This design comes from an exercise in tuning for small area, a short achievable clock period and few clock cycles per item on the open sky130 flow, not from production work. Where RTL was checked, it was by simulation tests only, not by an equivalence proof against the original. No activity file was given, so power comes from the tool's default toggle rates.

==> module power_calc, before the edit <==
module power_calc (
    input  logic        clk,
    input  logic        rst,
    input  logic        in_valid,
    input  logic [19:0] in_data_1,
    input  logic [2:0]  in_data_2,
    output logic        busy,
    output logic        out_valid,
    output logic [59:0] out_data
);
    logic [19:0] b_r;        
    logic [9:0]  a_r;        
    logic [2:0]  j_r;        
    logic [2:0]  rem_r;      
    logic        act_r;      
    logic        first_r;    
    logic        small_r;    
    logic        kzero_r;    
    logic        gate_r;     
    logic        stall_r;    
    logic        bsmall_r;   
    logic [2:0]  nlast_r;    
    logic        busy_r;
    logic [9:0]  ls_r;       
    logic [9:0]  lc_r;       
    logic [19:0] cs_r;       
    logic [19:0] cc_r;       
    logic        co_r;       
    logic        cv_r;       
    logic [2:0]  cj_r;       
    logic [2:0]  cj1_r;      
    logic        clast_r;    
    logic        cfin_r;     
    logic        ckz_r;      
    logic [59:0] acc_r;      
    logic        ov_r;
    logic [29:0] ts, tc;     
    logic [10:0] lo;         
    logic [19:0] hi;         
    logic [9:0]  wlo;        
    logic [19:0] whi;
    logic        last;
    logic        run;
    logic        tcyc;       
    logic        fin;
    logic        take;
    logic [59:0] view;       
    logic [9:0]  a_nxt;      
    logic [9:0]  a_base;     
    logic        a_lo;       
    logic        a_hi;       
    power_calc_csa u_csa (
        .a  (a_r),
        .b  (b_r),
        .cs (gate_r ? cs_r : 20'd0),
        .cc (gate_r ? cc_r : 20'd0),
        .s  (ts),
        .c  (tc)
    );
    logic [29:0] sum;
    logic [30:0] sum_c;      
    power_calc_add #(.W(30)) u_add (
        .a  ({cs_r, ls_r}),
        .b  ({cc_r, lc_r}),
        .ci (co_r),
        .s  (sum),
        .c  (sum_c)
    );
    assign lo  = {sum_c[10], sum[9:0]};
    assign hi  = sum[29:10];
    assign wlo   = ckz_r ? 10'd0 : lo[9:0];
    assign whi   = ckz_r ? 20'd1 : hi;
    always_comb begin
        view = acc_r;
        if (cv_r) begin
            for (int i = 0; i < 6; i++) begin
                if (cj_r != 3'd0 && i == int'(cj_r) - 1) view[10*i +: 10] = wlo;
                if (clast_r && i == int'(cj_r))           view[10*i +: 10] = whi[9:0];
                if (clast_r && i == int'(cj_r) + 1)       view[10*i +: 10] = whi[19:10];
                if (clast_r && i > int'(cj_r) + 1)        view[10*i +: 10] = 10'd0;
            end
        end
    end
    assign last = (j_r == 3'd0) ? bsmall_r : (first_r | (j_r == nlast_r));
    assign tcyc = act_r & ~stall_r;
    assign run  = tcyc & ~small_r;
    assign fin  = tcyc & (small_r | (last & (rem_r == 3'd1)));
    assign take = in_valid & ~busy_r;
    always_comb begin
        if (first_r) begin
            a_nxt = b_r[19:10];
        end else begin
            case (j_r)
                3'd0:    a_nxt = acc_r[19:10];
                3'd1:    a_nxt = acc_r[29:20];
                3'd2:    a_nxt = acc_r[39:30];
                default: a_nxt = acc_r[49:40];
            endcase
        end
    end
    always_comb begin
        a_lo   = 1'b0;
        a_hi   = 1'b0;
        a_base = a_nxt;
        if (stall_r) begin
            a_lo = (cj_r == 3'd1);
            a_hi = (cj_r == 3'd0);
        end else if (last) begin
            a_base = acc_r[9:0];
            a_lo   = cv_r & (cj_r == 3'd1);
        end else begin
            a_lo   = cv_r & ~first_r & (j_r == 3'd0) & (cj_r == 3'd2);
        end
    end
    logic        act_nt, stall_nt, first_nt, last_nt, busy_nt, busy_new;
    logic [2:0]  j_nt, rem_nt, nlast_nt;
    assign act_nt   = act_r & ~fin;
    assign stall_nt = run & last & (rem_r != 3'd1) & (j_r[2:1] == 2'd0);
    assign j_nt     = run ? (last ? 3'd0 : j_r + 3'd1) : j_r;
    assign first_nt = first_r & ~(run & last);
    assign rem_nt   = (run & last) ? rem_r - 3'd1 : rem_r;
    logic        top;        
    logic [9:0]  ta, tb, te;
    assign ta  = cs_r[19:10];
    assign tb  = cc_r[19:10];
    assign te  = (ta ^ tb) ^ {ta[8:0] | tb[8:0], sum_c[20]};
    assign top = |te;
    assign nlast_nt = (cv_r & clast_r) ? (top ? cj1_r : cj_r) : nlast_r;
    assign last_nt  = (j_nt == 3'd0) ? bsmall_r
                    : (first_nt | (~(cv_r & clast_r) & (j_nt == nlast_r)));
    assign busy_nt  = act_nt & (stall_nt | ~last_nt | (rem_nt != 3'd1));
    assign busy_new = ~((in_data_2 < 3'd2) | ((in_data_2 == 3'd2) & ~|in_data_1[19:10]));
    always_ff @(posedge clk) begin
        if (rst) begin
            act_r   <= 1'b0;
            stall_r <= 1'b0;
            busy_r  <= 1'b0;
            cv_r    <= 1'b0;
            co_r    <= 1'b0;
            ov_r    <= 1'b0;
        end else begin
            ov_r    <= cv_r & cfin_r;
            cv_r    <= tcyc;
            co_r    <= cv_r & ~clast_r & lo[10];
            stall_r <= stall_nt;
            act_r   <= take | act_nt;
            busy_r  <= take ? busy_new : busy_nt;
        end
    end
    always_ff @(posedge clk) begin
        if (cv_r) acc_r <= view;
        nlast_r <= nlast_nt;
        ls_r    <= ts[9:0];
        lc_r    <= tc[9:0];
        cs_r    <= ts[29:10];
        cc_r    <= tc[29:10];
        cj_r    <= small_r ? 3'd1 : j_r;
        cj1_r   <= small_r ? 3'd2 : j_r + 3'd1;
        clast_r <= small_r | last;
        cfin_r  <= small_r | (last & (rem_r == 3'd1));
        ckz_r   <= small_r & kzero_r;
        a_r     <= take ? ((in_data_2 < 3'd2) ? 10'd1 : in_data_1[9:0])
                        : (a_lo ? lo[9:0] : (a_hi ? hi[9:0] : a_base));
        j_r     <= j_nt;
        gate_r  <= (j_nt != 3'd0);
        first_r <= first_nt;
        rem_r   <= rem_nt;
        if (take) begin
            b_r      <= in_data_1;
            bsmall_r <= ~|in_data_1[19:10];
            j_r      <= 3'd0;
            gate_r   <= 1'b0;
            first_r  <= 1'b1;
            small_r  <= in_data_2 < 3'd2;
            kzero_r  <= in_data_2 == 3'd0;
            rem_r    <= (in_data_2 > 3'd5) ? 3'd4 : in_data_2 - 3'd1;
        end
    end
    assign busy      = busy_r;
    assign out_valid = ov_r;
    assign out_data  = acc_r;
endmodule
==> module power_calc_add, before the edit <==
module power_calc_add #(
    parameter int W = 30
) (
    input  logic [W-1:0] a,
    input  logic [W-1:0] b,
    input  logic         ci,
    output logic [W-1:0] s,
    output logic [W:0]   c
);
    logic [W-1:0] p, g, gg, pp;
    always_comb begin
        p  = a ^ b;
        g  = a & b;
        gg = g;
        pp = p;
        gg[0] = g[0] | (p[0] & ci);
        for (int d = 1; d < W; d = d * 2) begin
            for (int i = 2 * d - 1; i < W; i = i + 2 * d) begin
                gg[i] = gg[i] | (pp[i] & gg[i-d]);
                pp[i] = pp[i] & pp[i-d];
            end
        end
        for (int d = 16; d >= 1; d = d / 2) begin
            for (int i = 3 * d - 1; i < W; i = i + 2 * d) begin
                gg[i] = gg[i] | (pp[i] & gg[i-d]);
                pp[i] = pp[i] & pp[i-d];
            end
        end
        c = {gg, ci};
        s = p ^ c[W-1:0];
    end
endmodule
export LEC_CHECK = 0
export CAP_MARGIN = 20
export CORE_MARGIN = 2
export CORE_UTILIZATION = 40
export SLEW_MARGIN = 20
export SYNTH_HIERARCHICAL = 1
export SYNTH_MINIMUM_KEEP_SIZE = 0
create_clock -name core_clock -period 10.0 [get_ports {clk}]
standard.sh (not shown) runs the stock make flow with config.mk's settings and CLKGATE_MAP_FILE= SYNTH_SCRIPT=/design/flow/synth_recipe.tcl, a recipe that flattens the netlist after the stock synthesis.
==> flow/flow/run.sh <==
#!/bin/bash
set -euo pipefail
bash standard.sh SETUP_SLACK_MARGIN=6.5 "BUFFER_PORTS_ARGS=-buffer_cell sky130_fd_sc_hd__buf_2" finish > standard_flow.log 2>&1
==> next run, changes <==
--- a/flow/design.v
+++ b/flow/design.v
@@ -27,9 +27,8 @@
     logic [19:0] cc_r;       
     logic        co_r;       
     logic        cv_r;       
     logic [2:0]  cj_r;       
-    logic [2:0]  cj1_r;      
     logic        clast_r;    
     logic        cfin_r;     
     logic        ckz_r;      
     logic [59:0] acc_r;      
@@ -56,18 +55,13 @@
         .cc (gate_r ? cc_r : 20'd0),
         .s  (ts),
         .c  (tc)
     );
+    logic [30:0] sum_x;
     logic [29:0] sum;
-    logic [30:0] sum_c;      
-    power_calc_add #(.W(30)) u_add (
-        .a  ({cs_r, ls_r}),
-        .b  ({cc_r, lc_r}),
-        .ci (co_r),
-        .s  (sum),
-        .c  (sum_c)
-    );
-    assign lo  = {sum_c[10], sum[9:0]};
+    assign sum_x = {cs_r, ls_r, co_r} + {cc_r, lc_r, co_r};
+    assign sum   = sum_x[30:1];
+    assign lo  = {sum[10] ^ cs_r[0] ^ cc_r[0], sum[9:0]};
     assign hi  = sum[29:10];
     assign wlo   = ckz_r ? 10'd0 : lo[9:0];
     assign whi   = ckz_r ? 20'd1 : hi;
     always_comb begin
@@ -119,14 +113,10 @@
     assign j_nt     = run ? (last ? 3'd0 : j_r + 3'd1) : j_r;
     assign first_nt = first_r & ~(run & last);
     assign rem_nt   = (run & last) ? rem_r - 3'd1 : rem_r;
     logic        top;        
-    logic [9:0]  ta, tb, te;
-    assign ta  = cs_r[19:10];
-    assign tb  = cc_r[19:10];
-    assign te  = (ta ^ tb) ^ {ta[8:0] | tb[8:0], sum_c[20]};
-    assign top = |te;
-    assign nlast_nt = (cv_r & clast_r) ? (top ? cj1_r : cj_r) : nlast_r;
+    assign top      = |hi[19:10];
+    assign nlast_nt = (cv_r & clast_r) ? cj_r + {2'd0, top} : nlast_r;
     assign last_nt  = (j_nt == 3'd0) ? bsmall_r
                     : (first_nt | (~(cv_r & clast_r) & (j_nt == nlast_r)));
     assign busy_nt  = act_nt & (stall_nt | ~last_nt | (rem_nt != 3'd1));
     assign busy_new = ~((in_data_2 < 3'd2) | ((in_data_2 == 3'd2) & ~|in_data_1[19:10]));
@@ -154,9 +144,8 @@
         lc_r    <= tc[9:0];
         cs_r    <= ts[29:10];
         cc_r    <= tc[29:10];
         cj_r    <= small_r ? 3'd1 : j_r;
-        cj1_r   <= small_r ? 3'd2 : j_r + 3'd1;
         clast_r <= small_r | last;
         cfin_r  <= small_r | (last & (rem_r == 3'd1));
         ckz_r   <= small_r & kzero_r;
         a_r     <= take ? ((in_data_2 < 3'd2) ? 10'd1 : in_data_1[9:0])
@@ -179,40 +168,8 @@
     assign busy      = busy_r;
     assign out_valid = ov_r;
     assign out_data  = acc_r;
 endmodule
-module power_calc_add #(
-    parameter int W = 30
-) (
-    input  logic [W-1:0] a,
-    input  logic [W-1:0] b,
-    input  logic         ci,
-    output logic [W-1:0] s,
-    output logic [W:0]   c
-);
-    logic [W-1:0] p, g, gg, pp;
-    always_comb begin
-        p  = a ^ b;
-        g  = a & b;
-        gg = g;
-        pp = p;
-        gg[0] = g[0] | (p[0] & ci);
-        for (int d = 1; d < W; d = d * 2) begin
-            for (int i = 2 * d - 1; i < W; i = i + 2 * d) begin
-                gg[i] = gg[i] | (pp[i] & gg[i-d]);
-                pp[i] = pp[i] & pp[i-d];
-            end
-        end
-        for (int d = 16; d >= 1; d = d / 2) begin
-            for (int i = 3 * d - 1; i < W; i = i + 2 * d) begin
-                gg[i] = gg[i] | (pp[i] & gg[i-d]);
-                pp[i] = pp[i] & pp[i-d];
-            end
-        end
-        c = {gg, ci};
-        s = p ^ c[W-1:0];
-    end
-endmodule
 module power_calc_csa (
     input  logic [9:0]  a,
     input  logic [19:0] b,
     input  logic [19:0] cs,
=>
- The changed run completed without violations
- worst setup slack improved by 0.034 ns
- cell area drops by 1.6%
- routed wire length climbs by 9.1%
- total power drops by 0.93%
- register-to-register slack improved by 0.03 ns
- fmax climbs by 0.99%
- synthesized area hardly moves
- non-clock buffer count climbs by 4
Testbench counts after the change, summed over its fixed seeds: cycles 12,967, items 1,920.
For the first run of this note, only the layout was checked, not whether the RTL still works.


## fjord
power_calc, a different RTL version from the one above (not shown whole).
Size in the first run: roughly 180 flip-flops, roughly 88 I/O pins.
==> module power_calc, before the edit <==
module power_calc (
    input  logic        clk,
    input  logic        rst,
    input  logic        in_valid,
    input  logic [19:0] in_data_1,
    input  logic [2:0]  in_data_2,
    output logic        busy,
    output logic        out_valid,
    output logic [59:0] out_data
);
    logic [19:0] b_r;        
    logic [9:0]  a_r;        
    logic [2:0]  j_r;        
    logic [2:0]  rem_r;      
    logic        act_r;      
    logic        first_r;    
    logic        small_r;    
    logic        kzero_r;    
    logic        gate_r;     
    logic        stall_r;    
    logic        bsmall_r;   
    logic [2:0]  nlast_r;    
    logic        busy_r;
    logic [9:0]  ls_r;       
    logic [9:0]  lc_r;       
    logic [19:0] cs_r;       
    logic [19:0] cc_r;       
    logic        co_r;       
    logic        cv_r;       
    logic [2:0]  cj_r;       
    logic [2:0]  cj1_r;      
    logic        clast_r;    
    logic        cfin_r;     
    logic        ckz_r;      
    logic [59:0] acc_r;      
    logic        ov_r;
    logic [29:0] ts, tc;     
    logic [10:0] lo;         
    logic [19:0] hi;         
    logic [9:0]  wlo;        
    logic [19:0] whi;
    logic        last;
    logic        run;
    logic        tcyc;       
    logic        fin;
    logic        take;
    logic [59:0] view;       
    logic [9:0]  a_nxt;      
    logic [9:0]  a_base;     
    logic        a_lo;       
    logic        a_hi;       
    power_calc_csa u_csa (
        .a  (a_r),
        .b  (b_r),
        .cs (gate_r ? cs_r : 20'd0),
        .cc (gate_r ? cc_r : 20'd0),
        .s  (ts),
        .c  (tc)
    );
    logic [30:0] sum_x;
    logic [29:0] sum;
    assign sum_x = {cs_r, ls_r, co_r} + {cc_r, lc_r, co_r};
    assign sum   = sum_x[30:1];
    assign lo  = {sum[10] ^ cs_r[0] ^ cc_r[0], sum[9:0]};
    assign hi  = sum[29:10];
    assign wlo   = ckz_r ? 10'd0 : lo[9:0];
    assign whi   = ckz_r ? 20'd1 : hi;
    always_comb begin
        view = acc_r;
        if (cv_r) begin
            for (int i = 0; i < 6; i++) begin
                if (cj_r != 3'd0 && i == int'(cj_r) - 1) view[10*i +: 10] = wlo;
                if (clast_r && i == int'(cj_r))           view[10*i +: 10] = whi[9:0];
                if (clast_r && i == int'(cj_r) + 1)       view[10*i +: 10] = whi[19:10];
                if (clast_r && i > int'(cj_r) + 1)        view[10*i +: 10] = 10'd0;
            end
        end
    end
    assign last = (j_r == 3'd0) ? bsmall_r : (first_r | (j_r == nlast_r));
    assign tcyc = act_r & ~stall_r;
    assign run  = tcyc & ~small_r;
    assign fin  = tcyc & (small_r | (last & (rem_r == 3'd1)));
    assign take = in_valid & ~busy_r;
    always_comb begin
        if (first_r) begin
            a_nxt = b_r[19:10];
        end else begin
            case (j_r)
                3'd0:    a_nxt = acc_r[19:10];
                3'd1:    a_nxt = acc_r[29:20];
                3'd2:    a_nxt = acc_r[39:30];
                default: a_nxt = acc_r[49:40];
            endcase
        end
    end
    always_comb begin
        a_lo   = 1'b0;
        a_hi   = 1'b0;
        a_base = a_nxt;
        if (stall_r) begin
            a_lo = (cj_r == 3'd1);
            a_hi = (cj_r == 3'd0);
        end else if (last) begin
            a_base = acc_r[9:0];
            a_lo   = cv_r & (cj_r == 3'd1);
        end else begin
            a_lo   = cv_r & ~first_r & (j_r == 3'd0) & (cj_r == 3'd2);
        end
    end
    logic        act_nt, stall_nt, first_nt, last_nt, busy_nt, busy_new;
    logic [2:0]  j_nt, rem_nt, nlast_nt;
    assign act_nt   = act_r & ~fin;
    assign stall_nt = run & last & (rem_r != 3'd1) & (j_r[2:1] == 2'd0);
    assign j_nt     = run ? (last ? 3'd0 : j_r + 3'd1) : j_r;
    assign first_nt = first_r & ~(run & last);
    assign rem_nt   = (run & last) ? rem_r - 3'd1 : rem_r;
    logic        top;        
    assign top      = |hi[19:10];
    assign nlast_nt = (cv_r & clast_r) ? (top ? cj1_r : cj_r) : nlast_r;
    assign last_nt  = (j_nt == 3'd0) ? bsmall_r
                    : (first_nt | (~(cv_r & clast_r) & (j_nt == nlast_r)));
    assign busy_nt  = act_nt & (stall_nt | ~last_nt | (rem_nt != 3'd1));
    assign busy_new = ~((in_data_2 < 3'd2) | ((in_data_2 == 3'd2) & ~|in_data_1[19:10]));
    always_ff @(posedge clk) begin
        if (rst) begin
            act_r   <= 1'b0;
            stall_r <= 1'b0;
            busy_r  <= 1'b0;
            cv_r    <= 1'b0;
            co_r    <= 1'b0;
            ov_r    <= 1'b0;
        end else begin
            ov_r    <= cv_r & cfin_r;
            cv_r    <= tcyc;
            co_r    <= cv_r & ~clast_r & lo[10];
            stall_r <= stall_nt;
            act_r   <= take | act_nt;
            busy_r  <= take ? busy_new : busy_nt;
        end
    end
    always_ff @(posedge clk) begin
        if (cv_r) acc_r <= view;
        nlast_r <= nlast_nt;
        ls_r    <= ts[9:0];
        lc_r    <= tc[9:0];
        cs_r    <= ts[29:10];
        cc_r    <= tc[29:10];
        cj_r    <= small_r ? 3'd1 : j_r;
        cj1_r   <= small_r ? 3'd2 : j_r + 3'd1;
        clast_r <= small_r | last;
        cfin_r  <= small_r | (last & (rem_r == 3'd1));
        ckz_r   <= small_r & kzero_r;
        a_r     <= take ? ((in_data_2 < 3'd2) ? 10'd1 : in_data_1[9:0])
                        : (a_lo ? lo[9:0] : (a_hi ? hi[9:0] : a_base));
        j_r     <= j_nt;
        gate_r  <= (j_nt != 3'd0);
        first_r <= first_nt;
        rem_r   <= rem_nt;
        if (take) begin
            b_r      <= in_data_1;
            bsmall_r <= ~|in_data_1[19:10];
            j_r      <= 3'd0;
            gate_r   <= 1'b0;
            first_r  <= 1'b1;
            small_r  <= in_data_2 < 3'd2;
            kzero_r  <= in_data_2 == 3'd0;
            rem_r    <= (in_data_2 > 3'd5) ? 3'd4 : in_data_2 - 3'd1;
        end
    end
    assign busy      = busy_r;
    assign out_valid = ov_r;
    assign out_data  = acc_r;
endmodule
export LEC_CHECK = 0
export CAP_MARGIN = 20
export CORE_MARGIN = 2
export CORE_UTILIZATION = 40
export CTS_BUF_LIST = sky130_fd_sc_hd__clkbuf_8
export SLEW_MARGIN = 20
export SYNTH_HIERARCHICAL = 1
export SYNTH_MINIMUM_KEEP_SIZE = 0
create_clock -name core_clock -period 10.0 [get_ports {clk}]
Scripts as last shown in full above: flow/flow/run.sh
Inputs modified between fjord and ember:
--- a/flow/design.v
+++ b/flow/design.v
@@ -55,15 +55,20 @@
         .cs (gate_r ? cs_r : 20'd0),
         .cc (gate_r ? cc_r : 20'd0),
         .s  (ts),
         .c  (tc)
     );
-    logic [30:0] sum_x;
     logic [29:0] sum;
-    assign sum_x = {cs_r, ls_r, co_r} + {cc_r, lc_r, co_r};
-    assign sum   = sum_x[30:1];
-    assign lo  = {sum[10] ^ cs_r[0] ^ cc_r[0], sum[9:0]};
+    logic [30:0] sum_c;      
+    power_calc_add #(.W(30)) u_add (
+        .a  ({cs_r, ls_r}),
+        .b  ({cc_r, lc_r}),
+        .ci (co_r),
+        .s  (sum),
+        .c  (sum_c)
+    );
+    assign lo  = {sum_c[10], sum[9:0]};
     assign hi  = sum[29:10];
     assign wlo   = ckz_r ? 10'd0 : lo[9:0];
     assign whi   = ckz_r ? 20'd1 : hi;
     always_comb begin
         view = acc_r;
@@ -113,11 +118,15 @@
     assign stall_nt = run & last & (rem_r != 3'd1) & (j_r[2:1] == 2'd0);
     assign j_nt     = run ? (last ? 3'd0 : j_r + 3'd1) : j_r;
     assign first_nt = first_r & ~(run & last);
     assign rem_nt   = (run & last) ? rem_r - 3'd1 : rem_r;
     logic        top;        
-    assign top      = |hi[19:10];
+    logic [9:0]  ta, tb, te;
+    assign ta  = cs_r[19:10];
+    assign tb  = cc_r[19:10];
+    assign te  = (ta ^ tb) ^ {ta[8:0] | tb[8:0], sum_c[20]};
+    assign top = |te;
     assign nlast_nt = (cv_r & clast_r) ? (top ? cj1_r : cj_r) : nlast_r;
     assign last_nt  = (j_nt == 3'd0) ? bsmall_r
                     : (first_nt | (~(cv_r & clast_r) & (j_nt == nlast_r)));
     assign busy_nt  = act_nt & (stall_nt | ~last_nt | (rem_nt != 3'd1));
     assign busy_new = ~((in_data_2 < 3'd2) | ((in_data_2 == 3'd2) & ~|in_data_1[19:10]));
@@ -169,10 +178,42 @@
     end
     assign busy      = busy_r;
     assign out_valid = ov_r;
     assign out_data  = acc_r;
 endmodule
+module power_calc_add #(
+    parameter int W = 30
+) (
+    input  logic [W-1:0] a,
+    input  logic [W-1:0] b,
+    input  logic         ci,
+    output logic [W-1:0] s,
+    output logic [W:0]   c
+);
+    logic [W-1:0] p, g, gg, pp;
+    always_comb begin
+        p  = a ^ b;
+        g  = a & b;
+        gg = g;
+        pp = p;
+        gg[0] = g[0] | (p[0] & ci);
+        for (int d = 1; d < W; d = d * 2) begin
+            for (int i = 2 * d - 1; i < W; i = i + 2 * d) begin
+                gg[i] = gg[i] | (pp[i] & gg[i-d]);
+                pp[i] = pp[i] & pp[i-d];
+            end
+        end
+        for (int d = 16; d >= 1; d = d / 2) begin
+            for (int i = 3 * d - 1; i < W; i = i + 2 * d) begin
+                gg[i] = gg[i] | (pp[i] & gg[i-d]);
+                pp[i] = pp[i] & pp[i-d];
+            end
+        end
+        c = {gg, ci};
+        s = p ^ c[W-1:0];
+    end
+endmodule
 module power_calc_csa (
     input  logic [9:0]  a,
     input  logic [19:0] b,
     input  logic [19:0] cs,
     input  logic [19:0] cc,
Notes after the runs:
Diff ember..fjord | sequential cell count of the final layout | unchanged
Going from fjord to ember, the total power consumption of the routed design was found to have gone up by 1.5%.
Between ember and fjord, the insertion delay to the later sink of the worst-skew pair figures differ only marginally.
When the final numbers for ember and fjord were put side by side, the height of the chip turned out to be smaller in ember.
Re post-synthesis cell count: fjord was higher than ember.
Function was not checked in any run of this note: the RTL went through the layout flow alone.

[static timing again, ports no longer ideal]
The results above use ideal ports. As a check the final layouts listed here were re-extracted and re-timed, cells and wires unchanged. Step 1 (the two cells are an assumption about what drives the block):
set clk [get_ports {clk}]
set_driving_cell -lib_cell sky130_fd_sc_hd__clkbuf_16 $clk
set_driving_cell -lib_cell sky130_fd_sc_hd__buf_2 [delete_from_list [all_inputs] $clk]
Step 2 times the ports against the registers' clock, not the clock port: input delays grow and output delays shrink by t, the midpoint of the rising clock arrivals with the driver on. a / b / c = ideal / step 1 / step 2; a / b = the first two.
run	t, ns	setup slack, ns	slew at the worst register clock pin (ns)	worst slew at a driven data input, ns	cell pins on the clock port's net
the first run of note 1	0.495	6.506 / 6.506 / 6.279	0.09 / 0.09	0.03	1
the second run of note 1	0.491	6.541 / 6.541 / 6.253	0.07 / 0.07	0.04	1
fjord	0.544	6.505 / 6.505 / 6.407	0.12 / 0.12	0.03	1
ember	0.531	6.552 / 6.552 / 6.274	0.12 / 0.12	0.03	1
After both steps setup and hold are still met in every run listed. For the second run of note 1, which loses most, drivers alone change the setup slack by 0.000 ns; drivers and shift together by -0.288 ns.
